Source: an optimization exercise on an open RTL-to-GDS flow (aim: small area). Production flows keep margins and buffers that such runs may drop. In this exercise RTL edits were held to simulation tests only and were not proved equivalent to the original. No activity file was given, so power comes from the tool's default toggle rates.

## build 72
==> flow/design.v (excerpt) <==
module la_top #(
  parameter int SMPL_WIDTH = 16,
  parameter int TX_WIDTH   = 8,
  parameter int DEPTH_LOG2 = 8
) (
  input  logic                  clk_i,
  input  logic                  rst_in,
  input  logic                  cmd_req_i,
  input  logic [17:0]           cmd_i,      
  output logic                  cmd_ack_o,
  input  logic                  smpl_stb_i,
  input  logic [SMPL_WIDTH-1:0] smpl_i,
  output logic                  tx_req_o,
  input  logic                  tx_ack_i,
  output logic [TX_WIDTH-1:0]   tx_o,
  output logic                  busy_o
);
Size in the first run: about 5900 cells after synthesis, about 4200 flip-flops, about 50 I/O pins, roughly 93000 µm² of cells after synthesis.
export LEC_CHECK = 0
export CAP_MARGIN = 0
export CORE_MARGIN = 2
export CORE_UTILIZATION = 65
export CTS_BUF_LIST = sky130_fd_sc_hd__clkbuf_8
export CTS_CLUSTER_DIAMETER = 60
export CTS_CLUSTER_SIZE = 20
export PLACE_DENSITY = 0.68
export SLEW_MARGIN = 0
create_clock -name core_clock -period 10.0 [get_ports {clk_i}]
standard.sh (not shown) runs the stock make flow with config.mk's settings and CLKGATE_MAP_FILE= SYNTH_SCRIPT=/design/flow/synth_recipe.tcl, a recipe that flattens the netlist after the stock synthesis.
==> flow/flow/run.sh <==
#!/bin/bash
set -euo pipefail
export CTS_ARGS="-sink_clustering_enable -repair_clock_nets -sink_clustering_size 20 -sink_clustering_max_diameter 60 -buf_list sky130_fd_sc_hd__clkbuf_8 -dont_use_dummy_load"
export BUFFER_PORTS_ARGS="-buffer_cell sky130_fd_sc_hd__buf_1"
bash standard.sh > standard.log 2>&1
Input-level comparison between build 89 and build 72:
# build 72
export LEC_CHECK = 0
export CAP_MARGIN = 0
export CORE_MARGIN = 2
export CORE_UTILIZATION = 65
export CTS_BUF_LIST = sky130_fd_sc_hd__clkbuf_8
export CTS_CLUSTER_DIAMETER = 60
export CTS_CLUSTER_SIZE = 20
export PLACE_DENSITY = 0.68
export SLEW_MARGIN = 0
create_clock -name core_clock -period 10.0 [get_ports {clk_i}]
# build 89
export LEC_CHECK = 0
export CAP_MARGIN = 0
export CORE_MARGIN = 2
export CORE_UTILIZATION = 65
export CTS_BUF_LIST = sky130_fd_sc_hd__clkbuf_8
export CTS_CLUSTER_DIAMETER = 60
export CTS_CLUSTER_SIZE = 20
export PLACE_DENSITY = 0.75
export SLEW_MARGIN = 0
create_clock -name core_clock -period 10.0 [get_ports {clk_i}]
==> flow/flow/run.sh <==
#!/bin/bash
set -euo pipefail
export CTS_ARGS="-sink_clustering_enable -repair_clock_nets -sink_clustering_size 22 -sink_clustering_max_diameter 45 -buf_list sky130_fd_sc_hd__clkbuf_8 -dont_use_dummy_load"
export BUFFER_PORTS_ARGS="-buffer_cell sky130_fd_sc_hd__buf_1"
bash standard.sh > standard.log 2>&1
[summary]
Build 89 finished end to end and its layout was clean on timing, DRC and antenna. Looking at top routing layer in use, the met4 result is from build 89; the met5 one comes from build 72. Build 72 → build 89: global-route usage went up 0.28 points, clock network fraction of total power did not really move, pin slew with the least headroom to its limit now sits higher.
diff inputs: build 89 => build 32
==> flow/run.sh (new file) <==
#!/bin/bash
# synth_recipe.tcl (not shown) runs the flow's synth.tcl, then flattens the netlist and writes it again
# the make line also repeats each setting of config.mk as NAME=value (left out here)
make -C /OpenROAD-flow-scripts/flow DESIGN_CONFIG=/design/flow/config.mk WORK_HOME=/design/flow/orfs CLKGATE_MAP_FILE= SYNTH_SCRIPT=/design/flow/synth_recipe.tcl finish
removed: flow/flow/run.sh
removed: flow/standard.sh
Results
Summary of build 32 over build 89: overall fraction of global-route tracks in use essentially unchanged, final core area utilization increased 0.40 points, routed via count divided by cell count decreased 0.38%. Per the final summary, build 32 finished and its layout is clean on timing, DRC and antenna. Build 89 ended up with fewer cell instances than build 32 did. From build 89 to build 32 the numbers moved as follows: power share of the sequential group shows a reduction of 0.6 points, maximum clock rate shows a reduction of 9.4%, total power shows an increase of 0.00020 W, routing usage on met1 shows no meaningful change.
Inputs modified between build 32 and build 92:
==> flow/flow/run.sh (new file) <==
#!/bin/bash
set -euo pipefail
export CTS_ARGS="-sink_clustering_enable -repair_clock_nets -sink_clustering_size 20 -sink_clustering_max_diameter 60 -buf_list {sky130_fd_sc_hd__clkbuf_4 sky130_fd_sc_hd__clkbuf_8} -dont_use_dummy_load"
export BUFFER_PORTS_ARGS="-buffer_cell sky130_fd_sc_hd__buf_1"
bash standard.sh > standard.log 2>&1
==> flow/standard.sh (new file) <==
#!/bin/bash
# synth_recipe.tcl (not shown) runs the flow's synth.tcl, then flattens the netlist and writes it again
# the make line also repeats each setting of config.mk as NAME=value (left out here)
make -C /OpenROAD-flow-scripts/flow DESIGN_CONFIG=/design/flow/config.mk WORK_HOME=/design/flow/orfs CLKGATE_MAP_FILE= SYNTH_SCRIPT=/design/flow/synth_recipe.tcl "${@:-finish}"
removed: flow/run.sh
Notes after the runs:
Every stage of the flow completed for build 92, and the final layout passed the timing, design-rule and antenna checks. Diff build 32 -> build 92: post-layout minimum cycle time lower, final design area excluding fillers decreased by about 0.5% relative to the old numbers, routed length on met2 has decreased, logic gate share of total power did not really move, worst setup slack rose 0.42 ns. Number of design-rule violations left by the first detailed-router iteration ends up higher on build 32. Run comparison: build 92 highest routed metal layer met4; build 32 highest routed metal layer met5. Sum of met3 wire segment lengths after detailed routing: build 92 vs build 32 down about 6%. Build 92 vs. build 32: headroom to the max-slew limit went up by 1.4 points. Between build 32 and build 92, arrival time reported for the critical path endpoint decreased. Compared with build 32, in build 92 combinational power now sits lower; placer's final routability congestion estimate now sits higher.

-- what the ideal ports hide --
The results above use ideal ports. As a check the final layouts listed here were re-extracted and re-timed, cells and wires unchanged.
Step 1: set_driving_cell puts a clkbuf_16 on clk_i and a buf_2 on each other input, an assumption about the parent block.
Step 2, shift: input delay + t, output delay - t, t = (earliest + latest rising clock arrival at the registers) / 2. This alone moves slack from input paths to output paths.
Slacks: ideal ports / drivers / drivers and shift; pairs: ideal ports / drivers.
run	shift t [ns]	slack for setup (ns)	worst register clock-pin slew, ns
build 72	1.013	5.919 / 5.842 / 5.771	0.12 / 0.12
build 89	0.989	5.908 / 5.831 / 5.744	0.13 / 0.13
build 32	1.035	5.486 / 5.408 / 5.382	0.12 / 0.12
build 92	0.996	5.902 / 5.824 / 5.755	0.12 / 0.12
After both steps setup and hold are still met in every run listed. For build 89, which loses most, drivers alone change the setup slack by -0.077 ns; drivers and shift together by -0.164 ns.
